What follows belongs to an exercise in optimizing a design on an open flow for small area; a production flow would make more cautious choices.
In this exercise RTL edits were held to simulation tests only and were not proved equivalent to the original.
Power figures rest on the tool's default switching activity, not on a simulated workload.

**design/flow/flow/run.sh**
```bash
#!/bin/bash
# Own layout flow: the standard synthesis, then every cell set to its
# smallest drive before floorplanning (the resizer sizes up what timing or
# slew needs), small port buffers and a clock tree of fewer, larger
# clusters of plain buf_12 drivers without dummy loads.
set -euo pipefail
W=$(pwd)
R=$W/orfs/results/$FLOW_PLATFORM/pacman_core/base
export CTS_ARGS="${CTS_ARGS_OVERRIDE:--sink_clustering_enable -repair_clock_nets -dont_use_dummy_load -buf_list sky130_fd_sc_hd__buf_12 -sink_clustering_size 25 -sink_clustering_max_diameter 90}"
export BUFFER_PORTS_ARGS="-buffer_cell sky130_fd_sc_hd__buf_1"

bash standard.sh synth > "$W/synth.log" 2>&1
RESULTS=$R openroad -no_init -exit flow/shrink.tcl > "$W/shrink.log" 2>&1
bash standard.sh > "$W/layout.log" 2>&1
```
**design/flow/flow/shrink.tcl**
```tcl
# Swap every standard cell of the synthesised netlist to the smallest-area
# drive strength of the same function.
read_db $::env(RESULTS)/1_synth.odb
set db [ord::get_db]
set block [ord::get_db_block]
set area {}
set by_base {}
foreach lib [$db getLibs] {
  foreach m [$lib getMasters] {
    set n [$m getName]
    if {[string match "*lpflow*" $n] || [string match "*probe*" $n]} { continue }
    if {[regexp {^(sky130_fd_sc_hd__[a-z0-9]+)_([0-9]+)$} $n -> base drive]} {
      dict lappend by_base $base $m
    }
  }
}
set swapped 0
set before 0.0
set after 0.0
foreach inst [$block getInsts] {
  set m [$inst getMaster]
  set n [$m getName]
  set a [expr {[$m getWidth] * [$m getHeight]}]
  set before [expr {$before + $a}]
  if {[regexp {^(sky130_fd_sc_hd__[a-z0-9]+)_([0-9]+)$} $n -> base drive] && [dict exists $by_base $base]} {
    set best $m
    set best_a $a
    foreach c [dict get $by_base $base] {
      set ca [expr {[$c getWidth] * [$c getHeight]}]
      # on equal area keep the stronger cell
      if {$ca < $best_a || ($ca == $best_a && [$c getName] ne [$best getName] && \
          [regexp {_([0-9]+)$} [$c getName] -> cd] && [regexp {_([0-9]+)$} [$best getName] -> bd] && $cd > $bd && $cd <= $drive)} {
        set best $c
        set best_a $ca
      }
    }
    if {$best ne $m} {
      if {[$inst swapMaster $best]} { incr swapped }
    }
  }
  set after [expr {$after + [[$inst getMaster] getWidth] * [[$inst getMaster] getHeight]}]
}
set dbu [$block getDbUnitsPerMicron]
puts "shrink: swapped $swapped cells, area [expr {$before / $dbu / $dbu}] -> [expr {$after / $dbu / $dbu}] um2"
write_db $::env(RESULTS)/1_synth.odb
```
**design/flow/constraint.sdc**
```tcl
create_clock -name core_clock -period 10.0 [get_ports {CLOCK_50}]
set_input_delay 2.0000 -clock core_clock [delete_from_list [all_inputs] [get_ports {CLOCK_50}]]
set_output_delay 2.0000 -clock core_clock [all_outputs]
set_load 0.01 [all_outputs]
```
**design/flow/standard.sh**
```bash
#!/bin/bash
# synth_recipe.tcl (not shown) runs the flow's synth.tcl, then flattens the netlist and writes it again
# the make line also repeats each setting of config.mk as NAME=value (left out here)
make -C /OpenROAD-flow-scripts/flow DESIGN_CONFIG=/design/flow/config.mk WORK_HOME=/design/flow/orfs CLKGATE_MAP_FILE= SYNTH_SCRIPT=/design/flow/synth_recipe.tcl "${@:-finish}"
```
**design/flow/design.v**
```verilog
`default_nettype none
package pacman_pkg;
	localparam int MAP_COLS = 40;
	localparam int MAP_ROWS = 30;
	localparam int TILE_PX = 16;
	localparam int COL_W = 6;
	localparam int ROW_W = 5;
	localparam logic [COL_W-1:0] START_X = 6'd20;
	localparam logic [ROW_W-1:0] START_Y = 5'd15;
	localparam int WALL_COL = 10;
	localparam int WALL_ROW_LO = 5;
	localparam int WALL_ROW_HI = 24;
	localparam int PILL_LO = 6;
	localparam int PILL_HI = 9;
	localparam int PAC_LO = 2;
	localparam int PAC_HI = 13;
	localparam logic [23:0] COLOR_WALL = 24'h2121de;
	localparam logic [23:0] COLOR_PILL = 24'hffb8ae;
	localparam logic [23:0] COLOR_PACMAN = 24'hffff00;
	localparam logic [7:0] KEY_UP = 8'h75;
	localparam logic [7:0] KEY_DOWN = 8'h72;
	localparam logic [7:0] KEY_LEFT = 8'h6b;
	localparam logic [7:0] KEY_RIGHT = 8'h74;
	localparam int STATE_W = 4;
	localparam logic [STATE_W-1:0] ST_IDLE = 4'd0;
	localparam logic [STATE_W-1:0] ST_INIT = 4'd1;
	localparam logic [STATE_W-1:0] ST_INIT_END = 4'd2;
	localparam logic [STATE_W-1:0] ST_CHECK = 4'd3;
	localparam logic [STATE_W-1:0] ST_CLEAR = 4'd4;
	localparam logic [STATE_W-1:0] ST_WR_CLEAR = 4'd5;
	localparam logic [STATE_W-1:0] ST_REREAD = 4'd6;
	localparam logic [STATE_W-1:0] ST_PUT = 4'd7;
	localparam logic [STATE_W-1:0] ST_FINISH = 4'd8;
endpackage
`default_nettype wire
`default_nettype none
import pacman_pkg::*;
module keyboard_process (
	input logic CLOCK_50,
	input logic rst_n,
	input logic [7:0] scan_code,
	input logic code_valid,
	input logic make_break,
	output logic up,
	output logic down,
	output logic left,
	output logic right
);
	logic up_held;
	logic down_held;
	logic left_held;
	logic right_held;
	always_ff @(posedge CLOCK_50 or negedge rst_n) begin
		if (!rst_n) begin
			up_held <= 1'b0;
			down_held <= 1'b0;
			left_held <= 1'b0;
			right_held <= 1'b0;
		end else if (code_valid) begin
			case (scan_code)
				KEY_UP: begin
					up_held <= make_break;
				end
				KEY_DOWN: begin
					down_held <= make_break;
				end
				KEY_LEFT: begin
					left_held <= make_break;
				end
				KEY_RIGHT: begin
					right_held <= make_break;
				end
				default: begin
				end
			endcase
		end
	end
	assign up = up_held;
	assign down = down_held & ~up_held;
	assign left = left_held & ~up_held & ~down_held;
	assign right = right_held & ~up_held & ~down_held & ~left_held;
endmodule
`default_nettype wire
`default_nettype none
import pacman_pkg::*;
module pacman_loc_ctrl (
	input logic CLOCK_50,
	input logic rst_n,
	input logic start,
	input logic step_tick,
	input logic up,
	input logic down,
	input logic left,
	input logic right,
	output logic init_wr,
	output logic [ROW_W-1:0] init_cnt,
	output logic clr_wr,
	output logic put_wr,
	output logic [COL_W-1:0] tgt_x,
	output logic [ROW_W-1:0] tgt_y,
	input logic tgt_pill,
	output logic [COL_W-1:0] pl_x,
	output logic [ROW_W-1:0] pl_y,
	output logic [COL_W-1:0] pac_x,
	output logic [ROW_W-1:0] pac_y,
	output logic [15:0] pill_count,
	output logic busy,
	output logic move_done,
	output logic move_blocked
);
	logic [STATE_W-1:0] state;
	logic [ROW_W-1:0] row_cnt;
	logic [COL_W-1:0] nxt_x;
	logic [ROW_W-1:0] nxt_y;
	logic got_pill;
	logic move_req;
	logic tgt_wall;
	logic restart;
	logic [10:0] pills;
	always_comb begin
		nxt_x = pac_x;
		nxt_y = pac_y;
		if (up) begin
			nxt_y = pac_y - 1'b1;
		end else if (down) begin
			nxt_y = pac_y + 1'b1;
		end else if (left) begin
			nxt_x = pac_x - 1'b1;
		end else if (right) begin
			nxt_x = pac_x + 1'b1;
		end
	end
	assign move_req = step_tick & (up | down | left | right) & (state == ST_IDLE);
	assign busy = (state != ST_IDLE);
	assign tgt_wall = (tgt_y == '0) || (tgt_y == ROW_W'(MAP_ROWS - 1)) || (tgt_x == '0) ||
		(tgt_x == COL_W'(MAP_COLS - 1)) ||
		((tgt_x == COL_W'(WALL_COL)) && (tgt_y >= ROW_W'(WALL_ROW_LO)) && (tgt_y <= ROW_W'(WALL_ROW_HI)));
	assign restart = (state == ST_INIT) || (state == ST_INIT_END);
	assign init_wr = restart;
	assign pl_x = restart ? tgt_x : pac_x;
	assign pl_y = restart ? tgt_y : pac_y;
	assign init_cnt = row_cnt;
	assign clr_wr = (state == ST_WR_CLEAR);
	assign put_wr = (state == ST_FINISH);
	assign pill_count = {5'd0, pills};
	always_ff @(posedge CLOCK_50 or negedge rst_n) begin
		if (!rst_n) begin
			state <= ST_IDLE;
			pac_x <= START_X;
			pac_y <= START_Y;
			pills <= '0;
			move_done <= 1'b0;
			move_blocked <= 1'b0;
		end else begin
			move_done <= 1'b0;
			move_blocked <= 1'b0;
			if (start) begin
				state <= ST_INIT;
				pills <= '0;
				pac_x <= START_X;
				pac_y <= START_Y;
			end else begin
				case (state)
					ST_IDLE: begin
						if (move_req) begin
							state <= ST_CHECK;
						end
					end
					ST_INIT: begin
						if (row_cnt == ROW_W'(MAP_ROWS - 1)) begin
							state <= ST_INIT_END;
						end
					end
					ST_INIT_END: state <= ST_IDLE;
					ST_CHECK: begin
						if (tgt_wall) begin
							move_done <= 1'b1;
							move_blocked <= 1'b1;
							state <= ST_IDLE;
						end else begin
							state <= ST_CLEAR;
						end
					end
					ST_CLEAR: state <= ST_WR_CLEAR;
					ST_WR_CLEAR: state <= ST_REREAD;
					ST_REREAD: state <= ST_PUT;
					ST_PUT: begin
						pac_x <= tgt_x;
						pac_y <= tgt_y;
						if (got_pill) begin
							pills <= pills + 1'b1;
						end
						state <= ST_FINISH;
					end
					ST_FINISH: begin
						move_done <= 1'b1;
						state <= ST_IDLE;
					end
					default: state <= ST_IDLE;
				endcase
			end
		end
	end
	always_ff @(posedge CLOCK_50) begin
		if (start) begin
			row_cnt <= '0;
		end else if (state == ST_INIT) begin
			row_cnt <= row_cnt + 1'b1;
		end
	end
	always_ff @(posedge CLOCK_50) begin
		if (start && !restart) begin
			tgt_x <= pac_x;
			tgt_y <= pac_y;
		end else if (move_req) begin
			tgt_x <= nxt_x;
			tgt_y <= nxt_y;
		end
		if (state == ST_CHECK) begin
			got_pill <= tgt_pill && !(tgt_x == START_X && tgt_y == START_Y);
		end
	end
endmodule
`default_nettype wire
`default_nettype none
import pacman_pkg::*;
module map_ram (
	input logic CLOCK_50,
	input logic init_wr,
	input logic [ROW_W-1:0] init_cnt,
	input logic clr_wr,
	input logic put_wr,
	input logic [COL_W-1:0] wr_x,
	input logic [ROW_W-1:0] wr_y,
	input logic [COL_W-1:0] pl_x,
	input logic [ROW_W-1:0] pl_y,
	input logic [COL_W-1:0] rd_x,
	input logic [ROW_W-1:0] rd_y,
	output logic pill_a,
	output logic pac_a,
	output logic pill_b
);
	logic [MAP_ROWS-1:0][MAP_COLS-1:0] eaten;
	logic [MAP_ROWS-1:0] keep_r;
	logic [MAP_ROWS-1:0] rs_b;
	logic [MAP_COLS-1:0] put_c;
	logic pl_vis;
	logic st_vis;
	always_comb begin
		for (int r = 0; r < MAP_ROWS; r++) begin
			keep_r[r] = !(init_wr && (init_cnt == ROW_W'(r + 1)));
			rs_b[r] = (wr_y == ROW_W'(r));
		end
		for (int c = 0; c < MAP_COLS; c++) begin
			put_c[c] = put_wr && (wr_x == COL_W'(c));
		end
	end
	for (genvar r = 0; r < MAP_ROWS; r++) begin : g_row
		for (genvar c = 0; c < MAP_COLS; c++) begin : g_col
			localparam bit NONE = (r == 0) || (r == MAP_ROWS - 1) || (c == 0) || (c == MAP_COLS - 1) ||
				((c == WALL_COL) && (r >= WALL_ROW_LO) && (r <= WALL_ROW_HI)) ||
				((c == int'(START_X)) && (r == int'(START_Y)));
			if (NONE) begin : g_none
				assign eaten[r][c] = 1'b1;
			end else begin : g_bit
				eaten_bit u_bit (
					.CLOCK_50(CLOCK_50),
					.keep(keep_r[r]),
					.put_r(rs_b[r]),
					.put_c(put_c[c]),
					.eaten(eaten[r][c])
				);
			end
		end
	end
	always_ff @(posedge CLOCK_50) begin
		if (put_wr) begin
			pl_vis <= 1'b1;
		end else if (clr_wr) begin
			pl_vis <= 1'b0;
			st_vis <= 1'b0;
		end else if (init_wr) begin
			if (pl_y + 1'b1 == init_cnt) begin
				pl_vis <= 1'b0;
			end
			if (init_cnt == START_Y + 1'b1) begin
				st_vis <= 1'b1;
			end
		end
	end
	logic [MAP_ROWS-1:0] rs_a;
	logic pill_a_any;
	logic [MAP_COLS-1:0] cs_a;
	logic [MAP_COLS-1:0] cs_b;
	logic [MAP_COLS-1:0] col_a;
	logic [MAP_COLS-1:0] col_b;
	always_comb begin
		for (int r = 0; r < MAP_ROWS; r++) begin
			rs_a[r] = (rd_y == ROW_W'(r));
		end
		for (int c = 0; c < MAP_COLS; c++) begin
			cs_a[c] = (rd_x == COL_W'(c));
			cs_b[c] = (wr_x == COL_W'(c));
		end
	end
	for (genvar c = 0; c < MAP_COLS; c++) begin : g_rd
		if (c == 0 || c == MAP_COLS - 1) begin : g_none
			assign col_a[c] = 1'b0;
			assign col_b[c] = 1'b0;
		end else begin : g_tree
			logic [MAP_ROWS-3:0] e;
			for (genvar r = 1; r < MAP_ROWS - 1; r++) begin : g_e
				assign e[r-1] = eaten[r][c];
			end
			if (c == WALL_COL) begin : g_wall
				localparam int N = (WALL_ROW_LO - 1) + (MAP_ROWS - 2 - WALL_ROW_HI);
				free_pick #(.N(N)) rd_a (
					.eaten({e[MAP_ROWS-3:WALL_ROW_HI], e[WALL_ROW_LO-2:0]}),
					.sel({rs_a[MAP_ROWS-2:WALL_ROW_HI+1], rs_a[WALL_ROW_LO-1:1]}),
					.pill(col_a[c])
				);
				free_pick #(.N(N)) rd_b (
					.eaten({e[MAP_ROWS-3:WALL_ROW_HI], e[WALL_ROW_LO-2:0]}),
					.sel({rs_b[MAP_ROWS-2:WALL_ROW_HI+1], rs_b[WALL_ROW_LO-1:1]}),
					.pill(col_b[c])
				);
			end else if (c == int'(START_X)) begin : g_start
				localparam int SY = int'(START_Y);
				free_pick #(.N(MAP_ROWS - 3)) rd_a (
					.eaten({e[MAP_ROWS-3:SY], e[SY-2:0]}),
					.sel({rs_a[MAP_ROWS-2:SY+1], rs_a[SY-1:1]}),
					.pill(col_a[c])
				);
				free_pick #(.N(MAP_ROWS - 3)) rd_b (
					.eaten({e[MAP_ROWS-3:SY], e[SY-2:0]}),
					.sel({rs_b[MAP_ROWS-2:SY+1], rs_b[SY-1:1]}),
					.pill(col_b[c])
				);
			end else begin : g_open
				free_pick #(.N(MAP_ROWS - 2)) rd_a (
					.eaten(e),
					.sel(rs_a[MAP_ROWS-2:1]),
					.pill(col_a[c])
				);
				free_pick #(.N(MAP_ROWS - 2)) rd_b (
					.eaten(e),
					.sel(rs_b[MAP_ROWS-2:1]),
					.pill(col_b[c])
				);
			end
		end
	end
	sel_or #(.N(MAP_COLS - 2)) pick_a (
		.d(col_a[MAP_COLS-2:1]),
		.s(cs_a[MAP_COLS-2:1]),
		.y(pill_a_any)
	);
	assign pill_a = pill_a_any && !(rs_a[START_Y] && cs_a[START_X]);
	sel_or #(.N(MAP_COLS - 2)) pick_b (
		.d(col_b[MAP_COLS-2:1]),
		.s(cs_b[MAP_COLS-2:1]),
		.y(pill_b)
	);
	assign pac_a = (pl_vis && pl_x == rd_x && pl_y == rd_y) ||
		(st_vis && rd_x == START_X && rd_y == START_Y);
endmodule
module eaten_bit (
	input logic CLOCK_50,
	input logic keep,
	input logic put_r,
	input logic put_c,
	output logic eaten
);
	always_ff @(posedge CLOCK_50) begin
		eaten <= (eaten & keep) | (put_r & put_c);
	end
endmodule
module free_pick #(
	parameter int N = 2
) (
	input logic [N-1:0] eaten,
	input logic [N-1:0] sel,
	output logic pill
);
	localparam int G3 = N / 3;
	localparam int R = N % 3;
	localparam int G = G3 + ((R != 0) ? 1 : 0);
	logic [G-1:0] g;
	for (genvar i = 0; i < G3; i++) begin : g_grp
		sel3_n grp (
			.d(eaten[3*i +: 3]),
			.s(sel[3*i +: 3]),
			.y_n(g[i])
		);
	end
	if (R == 2) begin : g_rest2
		sel2_n grp (
			.d(eaten[N-1 -: 2]),
			.s(sel[N-1 -: 2]),
			.y_n(g[G-1])
		);
	end else if (R == 1) begin : g_rest1
		assign g[G-1] = ~(eaten[N-1] & sel[N-1]);
	end
	assign pill = &g;
endmodule
module sel_or #(
	parameter int N = 2
) (
	input logic [N-1:0] d,
	input logic [N-1:0] s,
	output logic y
);
	localparam int G3 = N / 3;
	localparam int R = N % 3;
	localparam int G = G3 + ((R != 0) ? 1 : 0);
	logic [G-1:0] g_n;
	for (genvar i = 0; i < G3; i++) begin : g_grp
		sel3_n grp (
			.d(d[3*i +: 3]),
			.s(s[3*i +: 3]),
			.y_n(g_n[i])
		);
	end
	if (R == 2) begin : g_rest2
		sel2_n grp (
			.d(d[N-1 -: 2]),
			.s(s[N-1 -: 2]),
			.y_n(g_n[G-1])
		);
	end else if (R == 1) begin : g_rest1
		assign g_n[G-1] = ~(d[N-1] & s[N-1]);
	end
	assign y = ~&g_n;
endmodule
module sel3_n (
	input logic [2:0] d,
	input logic [2:0] s,
	output logic y_n
);
	assign y_n = ~|(d & s);
endmodule
module sel2_n (
	input logic [1:0] d,
	input logic [1:0] s,
	output logic y_n
);
	assign y_n = ~|(d & s);
endmodule
`default_nettype none
import pacman_pkg::*;
module tile_pixel_gen (
	input logic CLOCK_50,
	input logic rst_n,
	input logic [9:0] pix_x,
	input logic [8:0] pix_y,
	output logic [COL_W-1:0] rd_x,
	output logic [ROW_W-1:0] rd_y,
	input logic pill_a,
	input logic pac_a,
	output logic [7:0] r,
	output logic [7:0] g,
	output logic [7:0] b
);
	logic [1:0] cls;
	logic [1:0] cls_s1;
	logic [1:0] cls_s2;
	logic [3:0] off_x;
	logic [3:0] off_y;
	logic in_grid;
	logic wall;
	logic in_pill;
	logic in_pac;
	assign rd_x = COL_W'(pix_x / TILE_PX);
	assign rd_y = ROW_W'(pix_y / TILE_PX);
	assign off_x = 4'(pix_x % TILE_PX);
	assign off_y = 4'(pix_y % TILE_PX);
	assign in_grid = (rd_y < ROW_W'(MAP_ROWS)) && (rd_x < COL_W'(MAP_COLS));
	assign wall = (rd_y == '0) || (rd_y == ROW_W'(MAP_ROWS - 1)) || (rd_x == '0) ||
		(rd_x == COL_W'(MAP_COLS - 1)) ||
		((rd_x == COL_W'(WALL_COL)) && (rd_y >= ROW_W'(WALL_ROW_LO)) && (rd_y <= ROW_W'(WALL_ROW_HI)));
	assign in_pill = (off_x >= PILL_LO) && (off_x <= PILL_HI) &&
		(off_y >= PILL_LO) && (off_y <= PILL_HI);
	assign in_pac = (off_x >= PAC_LO) && (off_x <= PAC_HI) &&
		(off_y >= PAC_LO) && (off_y <= PAC_HI);
	always_comb begin
		cls = 2'd0;
		if (in_grid) begin
			if (wall) begin
				cls = 2'd1;
			end else if (pac_a) begin
				cls = in_pac ? 2'd3 : 2'd0;
			end else if (pill_a) begin
				cls = in_pill ? 2'd2 : 2'd0;
			end
		end
	end
	always_ff @(posedge CLOCK_50) begin
		cls_s1 <= cls;
	end
	always_ff @(posedge CLOCK_50 or negedge rst_n) begin
		if (!rst_n) begin
			cls_s2 <= 2'd0;
		end else begin
			cls_s2 <= cls_s1;
		end
	end
	always_comb begin
		case (cls_s2)
			2'd1: {r, g, b} = COLOR_WALL;
			2'd2: {r, g, b} = COLOR_PILL;
			2'd3: {r, g, b} = COLOR_PACMAN;
			default: {r, g, b} = 24'h000000;
		endcase
	end
endmodule
`default_nettype wire
`default_nettype none
import pacman_pkg::*;
module pacman_core (
	input logic CLOCK_50,
	input logic rst_n,
	input logic [7:0] scan_code,
	input logic code_valid,
	input logic make_break,
	input logic start,
	input logic step_tick,
	input logic [9:0] pix_x,
	input logic [8:0] pix_y,
	output logic [7:0] r,
	output logic [7:0] g,
	output logic [7:0] b,
	output logic [COL_W-1:0] pac_x,
	output logic [ROW_W-1:0] pac_y,
	output logic [15:0] pill_count,
	output logic busy,
	output logic move_done,
	output logic move_blocked
);
	logic up;
	logic down;
	logic left;
	logic right;
	logic init_wr;
	logic [ROW_W-1:0] init_cnt;
	logic clr_wr;
	logic put_wr;
	logic [COL_W-1:0] tgt_x;
	logic [ROW_W-1:0] tgt_y;
	logic tgt_pill;
	logic [COL_W-1:0] pl_x;
	logic [ROW_W-1:0] pl_y;
	logic [COL_W-1:0] rd_x;
	logic [ROW_W-1:0] rd_y;
	logic pill_a;
	logic pac_a;
	keyboard_process keyboard_ctrl (
		.CLOCK_50(CLOCK_50),
		.rst_n(rst_n),
		.scan_code(scan_code),
		.code_valid(code_valid),
		.make_break(make_break),
		.up(up),
		.down(down),
		.left(left),
		.right(right)
	);
	pacman_loc_ctrl pac_loc (
		.CLOCK_50(CLOCK_50),
		.rst_n(rst_n),
		.start(start),
		.step_tick(step_tick),
		.up(up),
		.down(down),
		.left(left),
		.right(right),
		.init_wr(init_wr),
		.init_cnt(init_cnt),
		.clr_wr(clr_wr),
		.put_wr(put_wr),
		.tgt_x(tgt_x),
		.tgt_y(tgt_y),
		.tgt_pill(tgt_pill),
		.pl_x(pl_x),
		.pl_y(pl_y),
		.pac_x(pac_x),
		.pac_y(pac_y),
		.pill_count(pill_count),
		.busy(busy),
		.move_done(move_done),
		.move_blocked(move_blocked)
	);
	map_ram map_mem (
		.CLOCK_50(CLOCK_50),
		.init_wr(init_wr),
		.init_cnt(init_cnt),
		.clr_wr(clr_wr),
		.put_wr(put_wr),
		.wr_x(tgt_x),
		.wr_y(tgt_y),
		.pl_x(pl_x),
		.pl_y(pl_y),
		.rd_x(rd_x),
		.rd_y(rd_y),
		.pill_a(pill_a),
		.pac_a(pac_a),
		.pill_b(tgt_pill)
	);
	tile_pixel_gen pix_gen (
		.CLOCK_50(CLOCK_50),
		.rst_n(rst_n),
		.pix_x(pix_x),
		.pix_y(pix_y),
		.rd_x(rd_x),
		.rd_y(rd_y),
		.pill_a(pill_a),
		.pac_a(pac_a),
		.r(r),
		.g(g),
		.b(b)
	);
endmodule
`default_nettype wire
```
**design/flow/config.mk**
```make
export PLATFORM = sky130hd
export DESIGN_NAME = pacman_core
export DESIGN_NICKNAME = pacman_core
export VERILOG_FILES = /design/flow/design.v
export SDC_FILE = /design/flow/constraint.sdc
export NUM_CORES = 4
export LEC_CHECK = 0
export CAP_MARGIN = 20
export CELL_PAD_IN_SITES_DETAIL_PLACEMENT = 1
export CELL_PAD_IN_SITES_GLOBAL_PLACEMENT = 1
export CORE_MARGIN = 2
export CORE_UTILIZATION = 40
export PLACE_DENSITY = 0.8
export SLEW_MARGIN = 20
export SYNTH_HIERARCHICAL = 1
export SYNTH_MEMORY_MAX_BITS = 8192
export SYNTH_MINIMUM_KEEP_SIZE = 0
```
==> run summary, run 1 <==
# setup viols final=0; num ports=87; clock root buffer=buf_12; CP Max Fanout=32; Clk network pwr share=30.2%; r2r setup slk=3750 ps; area of the mapped netlist=0.0438 mm²; vias in the first global route=42000; global-route wire length before repair=275000 µm; syn_area_per_cell=11.5 µm²; Critical Path Start Type=input port; switching share of power=27.6%; DP HPWL=112000 µm; DR vias=42400; Peak VDD IR=0.133 mV; pwr dens=154 mW/mm²; routed vias/inst=7.79; critical path data arrival time=7250 ps; Post-route DRC=0; Max Clk Rate=147 MHz; slowest CP cell=or4_1; clk_skew=111 ps; Critical Path, Cell by Cell=buf_1 > nand3b_1 > nor2_4 > buf_4 > a222oi_1 > nand4_1 > a2111oi_0 > a222oi_1 > clkbuf_4 > nand4_1 > or4_1 > nor2b_1 > a311oi_1 > a31oi_1 > and3_1; Pint=5.40 mW; Hold Buf Count CTS=0; H-tree depth=2; antenna violations before repair=4; status=timing/DRC/antenna clean; Rel. slew slack=14.7%; P_leak=16.9 nW; Slew @ Worst Pin=1280 ps; Worst EP required=10470 ps; post-layout net count=4068; Sequential Power Share=60.2%; Core Region=0.109 mm²; drt first-iter violations=7768; P_sw=2.06 mW; max-cap viol count=0; post-route ant nets=0; final core occ=44.5%; PortBufs=78; Skew-Pair Late Insertion Delay=680 ps; Placer Congestion=1.01; Max clock buf depth=3; synthesis-to-finish area growth=10.5%; Num CTS Buffers=52; RSZ-0062 raised after global routing=no; setup TNS=0 ps; Die Width=335 µm; Cells after Synth=3813; critical path endpoint category=register; GR Overflow Total=0; final wirelength=188000 µm; DR WL/cell=34.6 µm; Hold Vio Cnt, Final=0; clk sink count=1098; DIE AREA=0.112 mm²; # rows=121; cts repair resizes=0; Pre-antenna DRT Iters=11; most frequent cells in the layout=1051 x dfxtp_1, 1045 x a22o_1, 694 x a222oi_1; clk slew on worst S/H paths=60 ps; slowest stage delay, CP=750 ps; postcts setup bufs=0; Tmin final=6780 ps; CTS tree=yes; max-slew violation count=0; Total Routing Usage GR=32.1%; Initial Util=40.3%; combinational share of power=9.6%; fraction of layout cells with a size suffix above 1=8.38%; Tcrit/Tclk final=67.8%; YS warnings=11; worst hold path class=reg -> reg; largest net degree at the start of global routing=63; Die H=335 µm; critical path class=in -> reg; most common cell after layout, fill and taps aside=dfxtp_1
flip-flops by register name, summed over array words and instances (netlist names):
register and flops:
keyboard_ctrl.left_held 1, keyboard_ctrl.down_held 1, pix_gen.cls_s2 2, pac_loc.tgt_x 6
pac_loc.got_pill 1, pac_loc.pac_x 6, map_mem.st_vis 1, keyboard_ctrl.up_held 1
pac_loc.tgt_y 5, pac_loc.row_cnt 5, pac_loc.pac_y 5, map_mem.g_row.g_col.g_bit.u_bit.eaten 1043
pac_loc.state 4, pac_loc.pills 11, pac_loc.move_done 1, pac_loc.move_blocked 1
map_mem.pl_vis 1, keyboard_ctrl.right_held 1, pix_gen.cls_s1 2
worst paths after layout:
path | start | depth (start not counted) | to
max reg2reg | pac_loc.tgt_y[1]$_DFFE_PP_ | 10 | pac_loc.got_pill$_DFFE_PN_
min in group asynchronous | rst_n | 1 | pac_loc.pills[6]$_DFFE_PN0P_
min reg2reg | pix_gen.cls_s1[0]$_SDFF_PP0_ | 0 | pix_gen.cls_s2[0]$_DFF_PN0_
max in group asynchronous | rst_n | 1 | keyboard_ctrl.down_held$_DFFE_PN0P_
max | pix_y[7] | 15 | pix_gen.cls_s1[1]$_SDFF_PP0_
min | pix_gen.cls_s1[0]$_SDFF_PP0_ | 0 | pix_gen.cls_s2[0]$_DFF_PN0_
metal layers:
metal  part of all wire, %  global-route usage [%]  vias up
met2                    42                    47.5     2940
li1                      -                       -    17500
met4                   7.2                    20.4        2
met3                    12                    8.47      615
met1                    38                    41.2    21300
met5                 0.058                   0.651        -
final cells by class:
type | instances | area [µm²]
timing repair buffer | 218 | 1350
inverter | 14 | 52.6
antenna | 11 | 27.5
sequential | 1098 | 22300
fill | 11600 | 60300
tap | 1414 | 1770
multi-input combinational | 2639 | 21900
clock buffer | 52 | 1040
worst max-delay path, delay by kind of cell:
| kind | cells | cell delay (ps) |
|---|---|---|
| buffers and inverters | 3 | 1420 |
| and+or+nand+nor | 7 | 2690 |
| AOI/OAI and AO/OA | 5 | 1110 |
power by group through the flow:
stage	logic, mW	clock network [mW]	registers (mW)
global placement	0.661	0	4.59
floorplan	0.402	0	4.54
global route	0.739	2.42	4.50
finish	0.714	2.26	4.49
detailed placement	0.677	0	4.59
CTS	0.681	2.28	4.49
per-stage QoR:
stage	worst slack, ps	hold slack (ps)	std cells	area, µm²	total power [mW]
after floorplan	4030	316	3817	43800	4.95
after global placement	2560	324	5382	47300	5.25
after detailed placement	2540	329	5382	47300	5.27
after CTS	3140	335	5434	48300	7.45
after global routing	3320	339	5435	48400	7.66
final	3220	332	5446	48400	7.46
==> inputs of run 2 (changes only) <==
==> design/flow/config.mk (replaced) <==
export PLATFORM = sky130hd
export DESIGN_NAME = pacman_core
export DESIGN_NICKNAME = pacman_core
export VERILOG_FILES = /design/flow/design.v
export SDC_FILE = /design/flow/constraint.sdc
export NUM_CORES = 4
export LEC_CHECK = 0
export CAP_MARGIN = 30
export CELL_PAD_IN_SITES_DETAIL_PLACEMENT = 1
export CELL_PAD_IN_SITES_GLOBAL_PLACEMENT = 1
export CORE_MARGIN = 2
export CORE_UTILIZATION = 60
export PLACE_DENSITY = 0.8
export SLEW_MARGIN = 30
export SYNTH_HIERARCHICAL = 1
export SYNTH_MEMORY_MAX_BITS = 8192
export SYNTH_MINIMUM_KEEP_SIZE = 0
==> run 2 against run 1 <==
Die area decreased by 33%. Area after synthesis unchanged. Worst setup slack got worse by 460 ps. Clock-buffer cell count decreased by 2. Maximum frequency decreased by 6.4%. Clock skew decreased by 17 ps. Core utilization increased by 21 points. Final area decreased by 1.0%. Non-clock buffer count decreased by 7. Total power decreased by 0.56%. Routed wire length increased by 1.5%. Sequential power about the same. Largest cell class unchanged. Highest routed layer is now met4.
==> run summary, run 2 <==
Tmin final=7240 ps; synthesis-to-finish area growth=9.35%; Sequential Power Share=60.5%; Num CTS Buffers=50; Largest register FFs=1043; Total Routing Usage GR=48.9%; num ports=87; DR WL/cell=38.4 µm; Cells after Synth=3813; # setup viols final=0; clock root buffer=buf_12; antenna violations before repair=6; critical path endpoint category=register; drt first-iter violations=9821; CP endpoint=pix_gen.cls_s1[1]$_SDFF_PP0_; worst hold path class=reg -> reg; CP Max Fanout=17; Tot Pwr=7.42 mW; fraction of layout cells with a size suffix above 1=8.23%; max-cap viol count=0; CTS tree=yes; setup TNS=0 ps; YS warnings=11; most common cell after layout, fill and taps aside=dfxtp_1; Pre-antenna DRT Iters=14; # rows=99; Hold Buf Count CTS=0; dpl cell area=0.0468 mm²; Design Area, Final=0.0479 mm²; PortBufs=78; largest reg by FF count=map_mem.g_row.g_col.g_bit.u_bit.eaten; most frequent cells in the layout=1051 x dfxtp_1, 1045 x a22o_1, 694 x a222oi_1; hold_sp=pix_gen.cls_s1[1]$_SDFF_PP0_; Critical Path Start Type=input port; cells on worst reg2reg path=10; GR Overflow Total=0; clk slew on worst S/H paths=100 ps; final core occ=66.0%; clk_skew=94.1 ps; routed vias/inst=8.79; placed insts=4920; critical path data arrival time=7730 ps; Placer Congestion=1.16; max-slew violation count=0; P_sw=2.05 mW; DR vias=43800; critical path class=in -> reg; Die H=274 µm; largest net degree at the start of global routing=65; Tcrit/Tclk final=72.4%; Worst Slack Setup Final=2760 ps; switching share of power=27.7%; pre-CTS setup slack=2690 ps; P_leak=16.9 nW; area of the mapped netlist=0.0438 mm²; Clk network pwr share=29.7%; Die Width=274 µm; Top Registers=map_mem.g_row.g_col.g_bit.u_bit.eaten (1043), pac_loc.pills (11); H-tree depth=2; final cell count without fillers=4977; launching point of the worst reg2reg path=pac_loc.tgt_y[3]$_DFFE_PP_; pwr dens=155 mW/mm²; r2r setup slk=4430 ps; Post-route DRC=0; Pint=5.37 mW; Skew-Pair Late Insertion Delay=620 ps; syn_area_per_cell=11.5 µm²; Peak VDD IR=0.163 mV; DIE AREA=0.0752 mm²; clk sink count=1098; postcts setup bufs=0; DP HPWL=118000 µm; Max clock buf depth=3; Critical R2R Capture=pac_loc.got_pill$_DFFE_PN_; final wirelength=191000 µm; post-route ant nets=0; Fin Hold WS=338 ps; Worst Setup SP=pix_y[7]; Max Clk Rate=138 MHz; Core Region=0.0726 mm²; Worst EP required=10480 ps; Rel. slew slack=18.8%; vias in the first global route=43900; cts repair resizes=0; combinational share of power=9.8%; Hold Vio Cnt, Final=0; RSZ-0062 raised after global routing=no; post-layout net count=4059; global-route wire length before repair=282000 µm; Initial Util=60.3%; status=timing/DRC/antenna clean; Slew @ Worst Pin=1190 ps
-- run 2: routing by layer --
metal / share of wire [%] / GRT usage (%)
met1: 34 / 60.7
met2: 43 / 73.2
met3: 13 / 10.9
met4: 9.2 / 39.8
met5: 0 / 0
-- run 2: power groups by stage --
stage / registers (mW) / logic, mW / clock network, mW
finish: 4.49 / 0.726 / 2.21
global route: 4.49 / 0.743 / 2.34
CTS: 4.49 / 0.691 / 2.18
detailed placement: 4.59 / 0.687 / 0
global placement: 4.58 / 0.646 / 0
floorplan: 4.54 / 0.402 / 0
-- run 2: layout make-up --
class                           count  area (µm²)
Antenna cell                        6        15.0
Clock buffer                       50        1000
Fill cell                        7405       24700
Inverter                           14        52.6
Multi-Input combinational cell   2639       22000
Sequential cell                  1098       22300
Tap cell                          959        1200
Timing Repair Buffer              211        1380
-- run 2: worst max-delay path, stage by stage --
cell	delay, ps
buf_1	600
or3b_1	600
nor2_4	810
buf_4	390
a222oi_1	120
nand4_1	330
a2111oi_0	170
a222oi_1	870
nand4_1	310
or4_1	690
nor2b_1	280
a311oi_1	280
a31oi_1	70
and3_1	170
-- run 2: how the worst min path moves through the flow --
| stage | to | cells after the start | slack, ps |
|---|---|---|---|
| floorplan | pix_gen.cls_s2[0]$_DFF_PN0_ | 0 | 320 |
| global placement | pix_gen.cls_s2[1]$_DFF_PN0_ | 0 | 320 |
| detailed placement | pix_gen.cls_s2[1]$_DFF_PN0_ | 0 | 320 |
| CTS | pix_gen.cls_s2[1]$_DFF_PN0_ | 0 | 340 |
| global route | pix_gen.cls_s2[1]$_DFF_PN0_ | 0 | 350 |
| finish | pix_gen.cls_s2[1]$_DFF_PN0_ | 0 | 340 |
==> inputs of run 3 (changes only) <==
--- a/design/flow/config.mk
+++ b/design/flow/config.mk
@@ -9,7 +9,7 @@
 export CELL_PAD_IN_SITES_DETAIL_PLACEMENT = 1
 export CELL_PAD_IN_SITES_GLOBAL_PLACEMENT = 1
 export CORE_MARGIN = 2
-export CORE_UTILIZATION = 60
+export CORE_UTILIZATION = 70
 export PLACE_DENSITY = 0.8
 export SLEW_MARGIN = 30
 export SYNTH_HIERARCHICAL = 1
==> run 3 against run 2 <==
The run now fails in global placement without I/O (3_1_place_gp_skip_io). Area after synthesis is the same. Synthesized cell count is the same.
==> run summary, run 3 <==
area of the mapped netlist=0.0438 mm²; Exit stage=global placement without I/O (3_1_place_gp_skip_io); # rows=91; Initial Util=70.8%; First Err=[ERROR GPL-0301] Utilization 101.828 % exceeds 100%.; status=did not finish; YS warnings=11; Die H=254 µm; Cells after Synth=3813; syn_area_per_cell=11.5 µm²; Die Width=254 µm
==> inputs of run 4 (changes only) <==
==> design/flow/config.mk (replaced) <==
export PLATFORM = sky130hd
export DESIGN_NAME = pacman_core
export DESIGN_NICKNAME = pacman_core
export VERILOG_FILES = /design/flow/design.v
export SDC_FILE = /design/flow/constraint.sdc
export NUM_CORES = 4
export LEC_CHECK = 0
export CAP_MARGIN = 10
export CELL_PAD_IN_SITES_DETAIL_PLACEMENT = 1
export CELL_PAD_IN_SITES_GLOBAL_PLACEMENT = 1
export CORE_MARGIN = 2
export CORE_UTILIZATION = 40
export PLACE_DENSITY = 0.8
export SLEW_MARGIN = 10
export SYNTH_HIERARCHICAL = 1
export SYNTH_MEMORY_MAX_BITS = 8192
export SYNTH_MINIMUM_KEEP_SIZE = 0
==> run 4 against run 3 <==
The run now finishes clean. Area after synthesis did not move. Synthesized cell count did not move.
==> run summary, run 4 <==
status=timing/DRC/antenna clean; Core Region=0.109 mm²; num ports=87; most frequent cells in the layout=1051 x dfxtp_1, 1045 x a22o_1, 694 x a222oi_1; DR vias=42500; CP Max Fanout=31; postcts setup bufs=0; clk sink count=1098; Tot Pwr=7.44 mW; CTS tree=yes; final wirelength=188000 µm; setup TNS=0 ps; post-layout net count=4066; placed insts=5382; Skew-Pair Late Insertion Delay=690 ps; final core occ=44.4%; # setup viols final=0; Hold Vio Cnt, Final=0; fraction of layout cells with a size suffix above 1=8.31%; Die Width=335 µm; largest reg by FF count=map_mem.g_row.g_col.g_bit.u_bit.eaten; Largest register FFs=1043; final cell count without fillers=5437; YS warnings=11; Worst Slack Setup Final=2420 ps; max-cap viol count=0; area of the mapped netlist=0.0438 mm²; Slew @ Worst Pin=1290 ps; Pre-antenna DRT Iters=12; clk_skew=127 ps; PortBufs=78; Peak VDD IR=0.127 mV; Num CTS Buffers=51; Tmin final=7580 ps; DP HPWL=111000 µm; Worst EP required=10460 ps; Initial Util=40.3%; # rows=121; critical path class=in -> reg; clock root buffer=buf_12; Max clock buf depth=3; RSZ-0062 raised after global routing=no; Design Area, Final=0.0483 mm²; most common cell after layout, fill and taps aside=dfxtp_1; max-slew violation count=0; Worst Setup SP=pix_y[5]; Fin Hold WS=332 ps; critical path endpoint category=register; Critical Path Start Type=input port; Total Routing Usage GR=32.1%; Max Clk Rate=132 MHz; post-route ant nets=0; launching point of the worst reg2reg path=pac_loc.tgt_y[3]$_DFFE_PP_; Post-route DRC=0; critical path data arrival time=8040 ps; cts repair resizes=0; DR WL/cell=34.6 µm; worst hold path class=reg -> reg; largest net degree at the start of global routing=63; synthesis-to-finish area growth=10.3%; GR Overflow Total=0; P_leak=16.8 nW; vias in the first global route=41900; routed vias/inst=7.81; Rel. slew slack=13.5%; pre-CTS setup slack=2500 ps; global-route wire length before repair=275000 µm; Top Registers=map_mem.g_row.g_col.g_bit.u_bit.eaten (1043), pac_loc.pills (11); hold_sp=pix_gen.cls_s1[0]$_SDFF_PP0_; syn_area_per_cell=11.5 µm²; dpl cell area=0.0473 mm²; Placer Congestion=1.01; H-tree depth=2; pwr dens=154 mW/mm²; Cells after Synth=3813; DIE AREA=0.112 mm²; Tcrit/Tclk final=75.8%; Hold Buf Count CTS=0; drt first-iter violations=7994; clk slew on worst S/H paths=60 ps; Die H=335 µm; antenna violations before repair=5
==> run 4: final timing paths <==
path,end,slack (ps),cells past startpoint
setup reg to reg,pac_loc.got_pill$_DFFE_PN_,3810,10
min in group asynchronous,pac_loc.state[2]$_DFFE_PN0P_,1520,1
hold reg to reg,pix_gen.cls_s2[0]$_DFF_PN0_,330,0
hold / removal,pix_gen.cls_s2[0]$_DFF_PN0_,330,0
max in group asynchronous,keyboard_ctrl.left_held$_DFFE_PN0P_,7880,1
setup / recovery,pix_gen.cls_s1[1]$_SDFF_PP0_,2420,14
==> run 4: layer usage <==
metal	up-vias	GRT usage (%)	wire length, µm
met5	-	0	26
met4	4	19.4	12400
met3	584	8.09	23500
met2	3028	47.9	80200
met1	21300	41.5	72200
li1	17500	-	-
==> run 4: critical path, stage by stage <==
cell and delay (ps):
buf_1 370, nand2b_1 620, nor2_4 510, buf_4 570, a222oi_1 230, nand4_1 380
a2111oi_0 170, a222oi_1 1140, nand4_1 490, or4_1 770, nor2b_1 250, a311oi_1 280
a31oi_1 60, and3_1 170
==> run 4: cell type report <==
cell class              count  area [µm²]
repair buffers            217        1340
flip-flops and latches   1098       22300
multi-input cells        2639       21800
clock buffers              51        1020
fillers                 11600       60400
inverters                  14        52.6
well taps                1414        1770
diodes                      4        10.0
==> run 4: where the power goes <==
part	leakage (nW)	total, mW	internal (mW)	switching, mW
clock network	0.479	2.24	0.793	1.45
logic	7.32	0.709	0.178	0.531
registers	9.02	4.49	4.41	0.0780

static timing again, ports no longer ideal:
The results above use ideal ports. As a check the final layouts listed here were re-extracted and re-timed, cells and wires unchanged. Step 1 (the two cells are an assumption about what drives the block):
set clk [get_ports {CLOCK_50}]
set_driving_cell -lib_cell sky130_fd_sc_hd__clkbuf_16 $clk
set_driving_cell -lib_cell sky130_fd_sc_hd__buf_2 [delete_from_list [all_inputs] $clk]
Step 2 adds t to the input delays and takes it off the output delays; t is the mean of the earliest and latest rising clock arrival at the registers after step 1. Input paths then give back, and output paths get back, about the clock's delay inside the block. a / b / c = ideal ports / drivers / drivers and shift; a / b = the first two.
| run | t (ns) | setup slack, ns | latest minus earliest clock arrival (ns) | slew at the worst register clock pin (ns) |
|---|---|---|---|---|
| run 1 | 0.698 | 3.218 / 3.266 / 2.568 | 0.113 / 0.112 | 0.11 / 0.11 |
| run 2 | 0.656 | 2.756 / 2.808 / 2.152 | 0.095 / 0.094 | 0.11 / 0.11 |
| run 4 | 0.698 | 2.419 / 2.469 / 1.771 | 0.127 / 0.126 | 0.12 / 0.12 |
After both steps setup and hold are still met in every run listed. The setup slack of run 1, which loses most, moves by +0.048 ns with the drivers and by -0.650 ns with both steps.
